Source: an optimization exercise on an open RTL-to-GDS flow (aim: small area and a short achievable clock period). Production flows keep margins and buffers that such runs may drop.
In this exercise RTL edits were held to simulation tests only and were not proved equivalent to the original.
The flow treats the clock pin as an ideal source, which a real chip does not have.
Power figures rest on the tool's default switching activity, not on a simulated workload.

[design/flow/flow/run.sh]
#!/bin/bash
set -uo pipefail
HOOK="$(pwd)/flow/fanout.tcl"
PINS="address[0] address[1] address[2] address[3] address[4] address[5] address[6] address[7] address[8] address[9] address[10] address[11] address[12] address[13] address[14] address[15] address[16] address[17] address[18] address[19] address[20] address[21] address[22] address[23] address[24] address[25] address[26] address[27] address[28] address[29] address[30] address[31] data_out[0] data_out[1] data_out[2] data_out[3] data_out[4] data_out[5] data_out[6] data_out[7] data_out[8] data_out[9] data_out[10] data_out[11] data_out[12] data_out[13] data_out[14] data_out[15] data_out[16] data_out[17] data_out[18] data_out[19] data_out[20] data_out[21] data_out[22] data_out[23] data_out[24] data_out[25] data_out[26] data_out[27] data_out[28] data_out[29] data_out[30] data_out[31] data_out_ready enable read_type[0] read_type[1] read_type[2]"
bash standard.sh MATCH_CELL_FOOTPRINT=0 \
  "BUFFER_PORTS_ARGS=-buffer_cell sky130_fd_sc_hd__buf_4" \
  "PLACE_PINS_ARGS=-group_pins {$PINS}" \
  "PRE_GLOBAL_PLACE_TCL=$HOOK" "PRE_RESIZE_TCL=$HOOK" \
  "PRE_CTS_TCL=$HOOK" "PRE_GLOBAL_ROUTE_TCL=$HOOK" \
  finish > flow_standard.log 2>&1
[design/flow/flow/fanout.tcl]
# Cap the fanout that buffering leaves on a net, so that no signal net is
# routed as one tree to well over a hundred pins.
set_max_fanout 48 [current_design]
[design/flow/standard.sh]
#!/bin/bash
# synth_recipe.tcl (not shown) runs the flow's synth.tcl, then flattens the netlist and writes it again
# the make line also repeats each setting of config.mk as NAME=value (left out here)
make -C /OpenROAD-flow-scripts/flow DESIGN_CONFIG=/design/flow/config.mk WORK_HOME=/design/flow/orfs CLKGATE_MAP_FILE= SYNTH_SCRIPT=/design/flow/synth_recipe.tcl "${@:-finish}"
[design/flow/config.mk]
export PLATFORM = sky130hd
export DESIGN_NAME = ramio_top
export DESIGN_NICKNAME = ramio_top
export VERILOG_FILES = /design/flow/design.v
export SDC_FILE = /design/flow/constraint.sdc
export NUM_CORES = 4
export LEC_CHECK = 0
export CAP_MARGIN = 20
export CORE_MARGIN = 2
export CORE_UTILIZATION = 45
export CTS_CLUSTER_DIAMETER = 80
export CTS_CLUSTER_SIZE = 20
export PLACE_DENSITY = 0.55
export SETUP_SLACK_MARGIN = 1.5
export SLEW_MARGIN = 20
export SYNTH_HIERARCHICAL = 1
export SYNTH_MEMORY_MAX_BITS = 16384
[design/flow/constraint.sdc]
create_clock -name core_clock -period 5.0 [get_ports {clk}]
set_input_delay 1.0000 -clock core_clock [delete_from_list [all_inputs] [get_ports {clk}]]
set_output_delay 1.0000 -clock core_clock [all_outputs]
set_load 0.01 [all_outputs]
[design/flow/design.v]
package ramio_pkg;
  localparam int addr_w = 32;
  localparam int data_w = 32;
  localparam int ram_words = 256;
  localparam int ram_idx_w = $clog2(ram_words);
  localparam logic [addr_w-1:0] addr_led      = 32'hffff_fffc;
  localparam logic [addr_w-1:0] addr_uart_out = 32'hffff_fff8;
  localparam logic [addr_w-1:0] addr_uart_in  = 32'hffff_fff4;
  localparam logic [2:0] rd_none = 3'b000;
  localparam logic [2:0] rd_byte = 3'b001;
  localparam logic [2:0] rd_half = 3'b010;
  localparam logic [2:0] rd_word = 3'b011;
  localparam int rd_signed_bit = 2;
  localparam logic [1:0] wr_none = 2'b00;
  localparam logic [1:0] wr_byte = 2'b01;
  localparam logic [1:0] wr_half = 2'b10;
  localparam logic [1:0] wr_word = 2'b11;
  localparam logic [data_w-1:0] uart_idle = '1;
  localparam int clks_per_bit = 16;
  localparam int baud_w = $clog2(clks_per_bit);
  typedef union packed {
    logic [31:0]       word;
    logic [3:0][7:0]   bytes;
    logic [1:0][15:0]  halves;
  } ram_word_u;
endpackage
`timescale 1ns/100ps
module bus_decode (
  input  logic                          enable,
  input  logic [2:0]                    read_type,
  input  logic [1:0]                    write_type,
  input  logic [ramio_pkg::addr_w-1:0]  address,
  input  logic [ramio_pkg::data_w-1:0]  data_in,
  output logic [ramio_pkg::data_w-1:0]  data_out,
  output logic                          data_out_ready,
  output logic [3:0]                    lane_we,
  output logic                          io_word,
  output logic                          rd_hold,
  output logic [ramio_pkg::data_w-1:0]  ram_wdata,
  input  logic [ramio_pkg::data_w-1:0]  ram_rdata,
  input  logic [ramio_pkg::ram_idx_w-1:0] rd_idx,
  input  logic                          rd_valid,
  output logic                          uart_out_wr,
  output logic [7:0]                    uart_out_byte,
  output logic                          uart_in_rd,
  input  logic [7:0]                    tx_byte,
  input  logic                          tx_idle,
  input  logic [7:0]                    rx_byte,
  input  logic                          rx_empty
);
  logic       is_io;
  logic       nio;
  logic       rd_req;
  logic       wr_req;
  io_match u_match (
    .address, .rd_idx, .rd_valid, .io_word, .is_io, .nio, .data_out_ready
  );
  assign rd_req = read_type != ramio_pkg::rd_none;
  assign wr_req = write_type != ramio_pkg::wr_none;
  assign uart_out_wr   = enable && is_io && address[3:2] == 2'b10 && wr_req;
  assign uart_out_byte = data_in[7:0];
  assign uart_in_rd    = enable && is_io && address[3:2] == 2'b01 && rd_req;
  assign rd_hold = enable && !is_io && (rd_req || wr_req) && lane_we == 4'b0000;
  always_comb begin
    lane_we = '0;
    if (enable) begin
      case (write_type)
        ramio_pkg::wr_byte: lane_we[address[1:0]] = 1'b1;
        ramio_pkg::wr_half: if (!address[0]) lane_we[{address[1], 1'b0} +: 2] = 2'b11;
        ramio_pkg::wr_word: lane_we = 4'b1111;
        default: ;
      endcase
    end
  end
  always_comb begin
    case (write_type)
      ramio_pkg::wr_byte: ram_wdata = {4{data_in[7:0]}};
      ramio_pkg::wr_half: ram_wdata = {2{data_in[15:0]}};
      default:            ram_wdata = data_in;
    endcase
  end
  logic [15:0] sel_ram;
  logic [1:0]  sel_io;
  logic [15:0] gsel_ram;
  logic [1:0]  gsel_io;
  rd_select u_sel (
    .read_type, .addr(address[3:0]), .sel_ram, .sel_io
  );
  sel_gate u_gate (
    .nio, .is_io, .sel_ram, .sel_io, .gsel_ram, .gsel_io
  );
  rd_out u_out (
    .rdata(ram_rdata), .tx_byte, .tx_idle, .rx_byte, .rx_empty,
    .gsel_ram, .gsel_io, .data_out
  );
endmodule
module rd_select (
  input  logic [2:0]  read_type,
  input  logic [3:0]  addr,
  output logic [15:0] sel_ram,
  output logic [1:0]  sel_io
);
  logic       sx;
  logic [3:0] rd_b;
  logic       rd_h0;
  logic       rd_h1;
  logic       rd_w;
  always_comb begin
    sx = read_type[ramio_pkg::rd_signed_bit];
    for (int l = 0; l < 4; l++) begin
      rd_b[l] = read_type[1:0] == 2'd1 && addr[1:0] == 2'(l);
    end
    rd_h0 = read_type[1:0] == 2'd2 && addr[1:0] == 2'd0;
    rd_h1 = read_type[1:0] == 2'd2 && addr[1:0] == 2'd2;
    rd_w  = read_type[1:0] == 2'd3;
    sel_ram[3:0]   = {rd_b[3], rd_b[2] || rd_h1, rd_b[1], rd_b[0] || rd_h0 || rd_w};
    sel_ram[5:4]   = {rd_h1, rd_h0 || rd_w};
    sel_ram[6]     = rd_w;
    sel_ram[10:7]  = rd_b & {4{sx}};
    sel_ram[14:11] = {rd_b[3] || rd_h1, rd_b[2], rd_b[1] || rd_h0, rd_b[0]} & {4{sx}};
    sel_ram[15]    = 1'b0;
    sel_io         = {addr[3:2] == 2'b01, addr[3:2] == 2'b10};
  end
endmodule
module sel_gate (
  input  logic        nio,
  input  logic        is_io,
  input  logic [15:0] sel_ram,
  input  logic [1:0]  sel_io,
  output logic [15:0] gsel_ram,
  output logic [1:0]  gsel_io
);
  assign gsel_ram = sel_ram & {16{nio}};
  assign gsel_io  = sel_io & {2{is_io}};
endmodule
module rd_out (
  input  logic [31:0] rdata,
  input  logic [7:0]  tx_byte,
  input  logic        tx_idle,
  input  logic [7:0]  rx_byte,
  input  logic        rx_empty,
  input  logic [15:0] gsel_ram,
  input  logic [1:0]  gsel_io,
  output logic [31:0] data_out
);
  logic [3:0] sgn;
  logic       fill_mid;
  logic       fill_hi;
  logic       fill_io;
  always_comb begin
    sgn      = {rdata[31], rdata[23], rdata[15], rdata[7]};
    fill_io  = (tx_idle && gsel_io[0]) || (rx_empty && gsel_io[1]);
    fill_mid = |(sgn & gsel_ram[10:7]) || fill_io;
    fill_hi  = |(sgn & gsel_ram[14:11]) || fill_io;
    for (int i = 0; i < 8; i++) begin
      data_out[i] = (rdata[i] && gsel_ram[0]) || (rdata[8+i] && gsel_ram[1]) ||
                    (rdata[16+i] && gsel_ram[2]) || (rdata[24+i] && gsel_ram[3]) ||
                    (tx_byte[i] && gsel_io[0]) || (rx_byte[i] && gsel_io[1]) || fill_io;
      data_out[8+i] = (rdata[8+i] && gsel_ram[4]) || (rdata[24+i] && gsel_ram[5]) || fill_mid;
    end
    for (int i = 16; i < 32; i++) begin
      data_out[i] = (rdata[i] && gsel_ram[6]) || fill_hi;
    end
  end
endmodule
module io_match (
  input  logic [ramio_pkg::addr_w-1:0]    address,
  input  logic [ramio_pkg::ram_idx_w-1:0] rd_idx,
  input  logic                            rd_valid,
  output logic                            io_word,
  output logic                            is_io,
  output logic                            nio,
  output logic                            data_out_ready
);
  logic [6:0] nib_n;
  logic       lo_zero;
  logic [3:0] part;
  logic [7:0] same;
  logic [2:0] diff;
  for (genvar k = 0; k < 7; k++) begin : g_nib
    gate_nand4 u_n (.a(address[4*k+4]), .b(address[4*k+5]), .c(address[4*k+6]),
                    .d(address[4*k+7]), .y(nib_n[k]));
  end
  gate_nor2 u_lz (.a(address[3]), .b(address[2]), .y(lo_zero));
  gate_nor2 u_p0 (.a(nib_n[0]), .b(nib_n[1]), .y(part[0]));
  gate_nor2 u_p1 (.a(nib_n[2]), .b(nib_n[3]), .y(part[1]));
  gate_nor3 u_p2 (.a(nib_n[4]), .b(nib_n[5]), .c(lo_zero), .y(part[2]));
  gate_nor3 u_p3 (.a(nib_n[6]), .b(address[1]), .c(address[0]), .y(part[3]));
  gate_nand4 u_nio (.a(part[0]), .b(part[1]), .c(part[2]), .d(part[3]), .y(nio));
  gate_inv u_io (.a(nio), .y(is_io));
  for (genvar i = 0; i < 8; i++) begin : g_same
    gate_xnor2 u_x (.a(rd_idx[i]), .b(address[i+2]), .y(same[i]));
  end
  gate_nand3 u_d0 (.a(same[0]), .b(same[1]), .c(same[2]), .y(diff[0]));
  gate_nand3 u_d1 (.a(same[3]), .b(same[4]), .c(same[5]), .y(diff[1]));
  gate_nand3 u_d2 (.a(same[6]), .b(same[7]), .c(rd_valid), .y(diff[2]));
  gate_o31ai u_rdy (.a1(diff[0]), .a2(diff[1]), .a3(diff[2]), .b1(nio), .y(data_out_ready));
  assign io_word = &address[31:4] && address[1:0] == 2'b00;
endmodule
module gate_nand4 (input logic a, b, c, d, output logic y);
  assign y = !(a && b && c && d);
endmodule
module gate_nand3 (input logic a, b, c, output logic y);
  assign y = !(a && b && c);
endmodule
module gate_nor2 (input logic a, b, output logic y);
  assign y = !(a || b);
endmodule
module gate_nor3 (input logic a, b, c, output logic y);
  assign y = !(a || b || c);
endmodule
module gate_xnor2 (input logic a, b, output logic y);
  assign y = a == b;
endmodule
module gate_inv (input logic a, output logic y);
  assign y = !a;
endmodule
module gate_o31ai (input logic a1, a2, a3, b1, output logic y);
  assign y = !((a1 || a2 || a3) && b1);
endmodule
`timescale 1ns/100ps
module word_ram (
  input  logic                          clk,
  input  logic                          rst_n,
  input  logic [3:0]                    lane_we,
  input  logic                          io_word,
  input  logic                          rd_hold,
  input  logic [ramio_pkg::addr_w-1:0]  address,
  input  logic [ramio_pkg::data_w-1:0]  ram_wdata,
  output logic [ramio_pkg::data_w-1:0]  ram_rdata,
  output logic [ramio_pkg::ram_idx_w-1:0] rd_idx,
  output logic                          rd_valid
);
  logic [31:0] mem [ramio_pkg::ram_words];
  logic [ramio_pkg::ram_idx_w-1:0] idx;
  assign idx = address[ramio_pkg::ram_idx_w+1:2];
  logic [15:0] sel_lo;
  logic [15:0] sel_hi;
  assign sel_lo = 16'd1 << address[5:2];
  assign sel_hi = 16'd1 << address[9:6];
  for (genvar w = 0; w < ramio_pkg::ram_words; w++) begin : g_word
    logic word_sel;
    if (w >= 253) begin : g_io
      assign word_sel = sel_hi[w / 16] && sel_lo[w % 16] && !io_word;
    end else begin : g_ram
      assign word_sel = sel_hi[w / 16] && sel_lo[w % 16];
    end
    for (genvar l = 0; l < 4; l++) begin : g_lane
      always_ff @(posedge clk) begin
        if (word_sel && lane_we[l]) mem[w][8*l +: 8] <= ram_wdata[8*l +: 8];
      end
    end
  end
  logic [31:0] grp [16];
  logic [31:0] lv2;
  always_comb begin
    for (int g = 0; g < 16; g++) begin
      grp[g] = '0;
      for (int k = 0; k < 16; k++) begin
        grp[g] = grp[g] | (mem[16*g+k] & {32{sel_lo[k]}});
      end
    end
    lv2 = '0;
    for (int g = 0; g < 16; g++) begin
      lv2 = lv2 | (grp[g] & {32{sel_hi[g]}});
    end
  end
  always_ff @(posedge clk) begin
    ram_rdata <= lv2;
    rd_idx    <= idx;
  end
  always_ff @(posedge clk) begin
    if (!rst_n) begin
      rd_valid <= 1'b0;
    end else begin
      rd_valid <= rd_hold;
    end
  end
endmodule
`timescale 1ns/100ps
module uart_regs (
  input  logic       clk,
  input  logic       rst_n,
  input  logic       uart_out_wr,
  input  logic [7:0] uart_out_byte,
  input  logic       uart_in_rd,
  output logic [7:0] tx_byte,
  output logic       tx_idle,
  output logic [7:0] rx_byte,
  output logic       rx_empty,
  output logic       tx_go,
  input  logic       tx_bsy,
  output logic       rx_go,
  input  logic [7:0] rx_data,
  input  logic       rx_ready,
  output logic       rx_pending
);
  logic tx_go_new;
  always_ff @(posedge clk) begin
    if (uart_out_wr) tx_byte <= uart_out_byte;
    if (!uart_in_rd && rx_go && rx_ready) rx_byte <= rx_data;
  end
  always_ff @(posedge clk) begin
    if (!rst_n) begin
      tx_idle   <= 1'b1;
      tx_go     <= 1'b0;
      tx_go_new <= 1'b0;
      rx_empty  <= 1'b1;
      rx_go     <= 1'b1;
    end else begin
      tx_go_new <= 1'b0;
      if (uart_in_rd) begin
        rx_empty <= 1'b1;
      end else if (rx_go && rx_ready) begin
        rx_empty <= 1'b0;
        rx_go    <= 1'b0;
      end
      if (!rx_go) rx_go <= 1'b1;
      if (tx_go && !tx_bsy && !tx_go_new) begin
        tx_go   <= 1'b0;
        tx_idle <= 1'b1;
      end
      if (uart_out_wr) begin
        tx_idle   <= 1'b0;
        tx_go     <= 1'b1;
        tx_go_new <= 1'b1;
      end
    end
  end
  assign rx_pending = !rx_empty;
endmodule
`timescale 1ns/100ps
module uart_tx (
  input  logic       clk,
  input  logic       rst_n,
  input  logic       tx_go,
  input  logic [7:0] tx_byte,
  output logic       tx_bsy,
  output logic       uart_tx
);
  logic [8:0]                   frame;
  logic [3:0]                   bit_cnt;
  logic [ramio_pkg::baud_w-1:0] baud_cnt;
  logic                         wait_ack;
  logic                         start;
  logic                         bit_end;
  assign start   = tx_go && !tx_bsy && !wait_ack;
  assign bit_end = tx_bsy && baud_cnt == ramio_pkg::baud_w'(ramio_pkg::clks_per_bit - 1);
  always_ff @(posedge clk) begin
    if (start) begin
      frame <= {1'b1, tx_byte};
    end else if (bit_end) begin
      frame <= {1'b1, frame[8:1]};
    end
  end
  always_ff @(posedge clk) begin
    if (!rst_n) begin
      uart_tx  <= 1'b1;
      tx_bsy   <= 1'b0;
      wait_ack <= 1'b0;
      bit_cnt  <= '0;
      baud_cnt <= '0;
    end else if (start) begin
      uart_tx  <= 1'b0;
      tx_bsy   <= 1'b1;
      bit_cnt  <= '0;
      baud_cnt <= '0;
    end else if (tx_bsy) begin
      baud_cnt <= bit_end ? '0 : baud_cnt + 1'b1;
      if (bit_end) begin
        if (bit_cnt == 4'd9) begin
          tx_bsy   <= 1'b0;
          wait_ack <= 1'b1;
        end else begin
          bit_cnt <= bit_cnt + 1'b1;
          uart_tx <= frame[0];
        end
      end
    end else if (wait_ack && !tx_go) begin
      wait_ack <= 1'b0;
    end
  end
endmodule
`timescale 1ns/100ps
module uart_rx (
  input  logic       clk,
  input  logic       rst_n,
  input  logic       rx_go,
  input  logic       uart_rx,
  output logic [7:0] rx_data,
  output logic       rx_ready
);
  logic [1:0]                   sync;
  logic                         line;
  logic                         busy;
  logic [3:0]                   bit_cnt;
  logic [ramio_pkg::baud_w-1:0] baud_cnt;
  logic [ramio_pkg::baud_w-1:0] bit_last;
  logic                         tick;
  assign line = sync[1];
  assign bit_last = (bit_cnt == 4'd0) ?
                    ramio_pkg::baud_w'(ramio_pkg::clks_per_bit / 2 - 1) :
                    ramio_pkg::baud_w'(ramio_pkg::clks_per_bit - 1);
  assign tick = busy && baud_cnt == bit_last;
  always_ff @(posedge clk) begin
    if (tick && bit_cnt != 4'd0 && bit_cnt != 4'd9) begin
      rx_data <= {line, rx_data[7:1]};
    end
  end
  always_ff @(posedge clk) begin
    if (!rst_n) begin
      sync     <= 2'b11;
      busy     <= 1'b0;
      rx_ready <= 1'b0;
      bit_cnt  <= '0;
      baud_cnt <= '0;
    end else begin
      sync <= {sync[0], uart_rx};
      if (!rx_go) rx_ready <= 1'b0;
      if (!busy) begin
        if (rx_go && !rx_ready && !line) begin
          busy     <= 1'b1;
          bit_cnt  <= '0;
          baud_cnt <= '0;
        end
      end else if (tick) begin
        baud_cnt <= '0;
        if (bit_cnt == 4'd0 && line) begin
          busy <= 1'b0;
        end else if (bit_cnt == 4'd9) begin
          busy     <= 1'b0;
          rx_ready <= 1'b1;
        end else begin
          bit_cnt <= bit_cnt + 1'b1;
        end
      end else begin
        baud_cnt <= baud_cnt + 1'b1;
      end
    end
  end
endmodule
`timescale 1ns/100ps
module ramio_top (
  input  logic                          clk,
  input  logic                          rst_n,
  input  logic                          enable,
  input  logic [2:0]                    read_type,
  input  logic [1:0]                    write_type,
  input  logic [ramio_pkg::addr_w-1:0]  address,
  input  logic [ramio_pkg::data_w-1:0]  data_in,
  output logic [ramio_pkg::data_w-1:0]  data_out,
  output logic                          data_out_ready,
  output logic                          uart_tx,
  input  logic                          uart_rx,
  output logic [3:0]                    led
);
  logic [3:0]                   lane_we;
  logic                         io_word;
  logic                         rd_hold;
  logic [ramio_pkg::data_w-1:0] ram_wdata;
  logic [ramio_pkg::data_w-1:0] ram_rdata;
  logic [ramio_pkg::ram_idx_w-1:0] rd_idx;
  logic                         rd_valid;
  logic       uart_out_wr;
  logic [7:0] uart_out_byte;
  logic       uart_in_rd;
  logic [7:0] tx_byte;
  logic       tx_idle;
  logic [7:0] rx_byte;
  logic       rx_empty;
  logic       tx_go;
  logic       tx_bsy;
  logic       rx_go;
  logic [7:0] rx_data;
  logic       rx_ready;
  logic       rx_pending;
  assign led[0] = uart_tx;
  assign led[1] = uart_rx;
  assign led[2] = 1'b1;
  assign led[3] = !rx_pending;
  bus_decode u_decode (
    .enable, .read_type, .write_type, .address, .data_in,
    .data_out, .data_out_ready,
    .lane_we, .io_word, .rd_hold, .ram_wdata, .ram_rdata, .rd_idx, .rd_valid,
    .uart_out_wr, .uart_out_byte, .uart_in_rd,
    .tx_byte, .tx_idle, .rx_byte, .rx_empty
  );
  word_ram u_ram (
    .clk, .rst_n, .lane_we, .io_word, .rd_hold, .address, .ram_wdata,
    .ram_rdata, .rd_idx, .rd_valid
  );
  uart_regs u_regs (
    .clk, .rst_n, .uart_out_wr, .uart_out_byte, .uart_in_rd,
    .tx_byte, .tx_idle, .rx_byte, .rx_empty,
    .tx_go, .tx_bsy, .rx_go, .rx_data, .rx_ready, .rx_pending
  );
  uart_tx u_tx (
    .clk, .rst_n, .tx_go, .tx_byte, .tx_bsy, .uart_tx
  );
  uart_rx u_rx (
    .clk, .rst_n, .rx_go, .uart_rx, .rx_data, .rx_ready
  );
endmodule
==> impl_metrics.env <==
export IMPL_status="finished clean"
export IMPL_rows=303
export IMPL_min_period_over_period_pct=76.1
export IMPL_cap_viol_max_count=0
export IMPL_start_kind="input port"
export IMPL_min_path_cells=2
export IMPL_wirelength_mm=961
export IMPL_place_port_buffers=109
export IMPL_place_congestion=0.862
export IMPL_postSynthCellCount=17300
export IMPL_syn_area_per_cell_um2=17.7
export IMPL_cpMaxStageDelayCell="nor4_2"
export IMPL_vias=176000
export IMPL_slew_headroom_pct=17.7
export IMPL_hold_end="u_rx.sync[0]$_SDFF_PN1_"
export IMPL_finalCriticalPeriod_ns=3.80
export IMPL_fillerInstances=55200
export IMPL_cellPowerDensity_mw_per_mm2=367
export IMPL_cp_startpoint="address[3]"
export IMPL_worstSkewPairLatency_ns=1.11
export IMPL_dr_wl_met2_mm=442
export IMPL_path_buf_inv=6
export IMPL_peakVddDrop_mv=0.366
export IMPL_worstPathCellList="buf_16 > buf_4 > buf_12 > buf_4 > buf_4 > and3b_1 > buf_4 > a22oi_1 > a21oi_1 > nor4_2 > o221ai_1 > a2111oi_0 > nand4_1"
export IMPL_path_class="input port to register"
export IMPL_stdcell_area_mm2=0.345
export IMPL_yosysWarningCount=15
export IMPL_p_total_mw=126
export IMPL_die_h_um=829
export IMPL_syn2layout_area_growth_pct=12.5
export IMPL_hold_viol=0
export IMPL_critPathMaxStageDelay_ns=0.65
export IMPL_final_common_cell="edfxtp_1"
export IMPL_ff2ff_path_depth=8
export IMPL_synthesis_nets=17400
export IMPL_grt_pass1_wl_mm=1330
export IMPL_die_w_um=829
export IMPL_drt_iter0_markers=25700
export IMPL_final_layout_size_suffix_gt1_share_pct=15.8
export IMPL_numClockSinks=8293
export IMPL_worstPathMaxFanout=20
export IMPL_mostFrequentLayoutCells="edfxtp_1 (8224), a22oi_1 (2277), buf_4 (1544), nor2_1 (1211), clkbuf_16 (488)"
export IMPL_end_kind="register"
export IMPL_cp_arrival_ns=4.76
export IMPL_clock_skew_ns=0.0716
export IMPL_place_area_mm2=0.329
export IMPL_slew_violations=0
export IMPL_drc=0
export IMPL_hold_path_class="input port to register"
export IMPL_overflow=0
export IMPL_cpMostUsedCell="buf_4"
export IMPL_required_ns=5.95
export IMPL_rsz0062_at_grt="true"
export IMPL_grt_pass1_vias=168000
export IMPL_grt_max_degree=49
export IMPL_dp_hpwl_mm=625
export IMPL_static_leakage_power_nw=104
export IMPL_fp_dieArea_mm2=0.688
export IMPL_numCtsBuffers=471
export IMPL_viasPerCell=6.38
export IMPL_wl_met1_mm=400
export IMPL_wl_per_cell_um=34.8
export IMPL_drtPass1Iterations=10
export IMPL_netlist_area_mm2=0.306
export IMPL_top_layer="met5"
export IMPL_cts_tree="yes"
export IMPL_finalSetupViolCount=0
export IMPL_worstHoldStart="uart_rx"
export IMPL_nets=18500
export IMPL_r2r_end="u_ram.ram_rdata[4]$_DFF_P_"
export IMPL_grt_usage_pct=26.9
export IMPL_clkSlewWorstSetupHoldPaths_ns=0.08
export IMPL_crit_family="buffers and inverters"
export IMPL_start_util_pct=45.1
export IMPL_timing_rr_start="u_ram.mem[10][4]$_DFFE_PP_"
export IMPL_ios=111
export IMPL_reg2reg_slack_ns=1.81
export IMPL_fmax_ghz=0.263
export IMPL_ant_nets=0
export IMPL_tightestPinTransition_ns=1.23
export IMPL_coreArea_mm2=0.680
export IMPL_wl_met3_mm=90.6
export IMPL_antenna_found_initial=58
## worst max-delay path by stage
stage               cells after the start  slack [ns]                     endpoint
finish                                 13        1.20  u_ram.ram_rdata[30]$_DFF_P_
global route                           12        1.16                 data_out[31]
CTS                                    12        1.28                 data_out[23]
detailed placement                     11       -0.14  u_ram.ram_rdata[15]$_DFF_P_
global placement                       10       -0.53  u_ram.ram_rdata[29]$_DFF_P_
floorplan                               6        0.40   u_ram.mem[0][17]$_DFFE_PP_
## worst register-to-register path, cell delays in order, from the launching register on
cell	delay, ns
edfxtp_1	0.36
mux2_2	0.28
a22oi_1	0.23
nand4_1	0.18
a211oi_1	0.40
buf_4	0.22
o2111ai_2	0.16
a2111o_2	0.63
or4b_1	0.56
## through the flow
| stage | worst slack (ns) | utilization, % | setup TNS, ns | std cells | hold WS (ns) |
|---|---|---|---|---|---|
| after floorplan | 0.404 | - | 0 | 17300 | 0.386 |
| after global placement | -0.528 | 48.4 | -1.04 | 26800 | 0.409 |
| after detailed placement | -0.136 | 48.4 | -0.421 | 26800 | 0.400 |
| after CTS | 1.28 | 50.5 | 0 | 27600 | 0.0228 |
| after global routing | 1.16 | 50.7 | 0 | 27600 | 0.0884 |
| final | 1.20 | 50.7 | 0 | 27600 | 0.135 |
## what timing repair did
| item | in CTS | in global routing |
|---|---|---|
| endpoints found under the setup margin | 67 | 112 |
| hold endpoints to repair | 2 | 0 |
| setup buffers | 37 | 39 |
| hold buffers | 2 | 0 |
| cloned | 8 | 5 |
| pin swaps | 24 | 83 |
| gates resized for setup | 94 | 196 |
## final cells by class
cell class	count	area (um^2)	share of cell area, %
inverter	22	100	0.0290
timing repair buffer	1831	17300	5.02
tap	8997	11300	3.26
clock buffer	626	12600	3.66
antenna	10	25.0	0.00726
sequential	8293	248000	72.0
multi-input combinational	7755	54100	15.7
clock inverter	86	1030	0.299
## per-layer routing
| metal | vias to the layer above | GRT usage, % |
|---|---|---|
| li1 | 73500 | - |
| met1 | 92800 | 39.7 |
| met2 | 8944 | 41.9 |
| met3 | 1140 | 4.40 |
| met4 | 16 | 6.62 |
| met5 | - | 0 |
## power by group
group          internal [mW]  total [mW]  leakage [nW]  switching [mW]
registers               77.4        77.7          71.1           0.349
logic                   2.15        8.05          26.3            5.90
clock network           18.2        40.7          6.61            22.4
total                   97.8         126           104            28.7
## flip-flops by register name, indices dropped and copies added, names as in the netlist, 4 cells and up
signal,flops
u_ram.mem,8192
u_ram.ram_rdata,32
u_ram.rd_idx,8
u_regs.rx_byte,8
u_regs.tx_byte,8
u_rx.rx_data,8
u_tx.frame,8
u_rx.baud_cnt,4
u_rx.bit_cnt,4
u_tx.baud_cnt,4
u_tx.bit_cnt,4

-- re-timing with driven ports --
Ports are ideal in the flow. The routed layout listed here was re-timed in OpenROAD.
Step 1 (the two cells are an assumption about what drives the block):
set clk [get_ports {clk}]
set_driving_cell -lib_cell sky130_fd_sc_hd__clkbuf_16 $clk
set_driving_cell -lib_cell sky130_fd_sc_hd__buf_2 [delete_from_list [all_inputs] $clk]
Step 2, shift: input delay + t, output delay - t, t = (earliest + latest rising clock arrival at the registers) / 2. This alone moves slack from input paths to output paths.
Slacks: ideal ports / drivers / drivers and shift; pairs: ideal ports / drivers.
t, ns: 1.208
setup slack, ns: 1.196 / 0.940 / -0.200
worst hold slack (ns): 0.135 / 0.034 / 0.433
clock arrival spread, ns: 0.101 / 0.101
Met with ideal ports but missed after step 2: setup timing in this run. For this run, drivers alone change the setup slack by -0.256 ns; drivers and shift together by -1.396 ns.
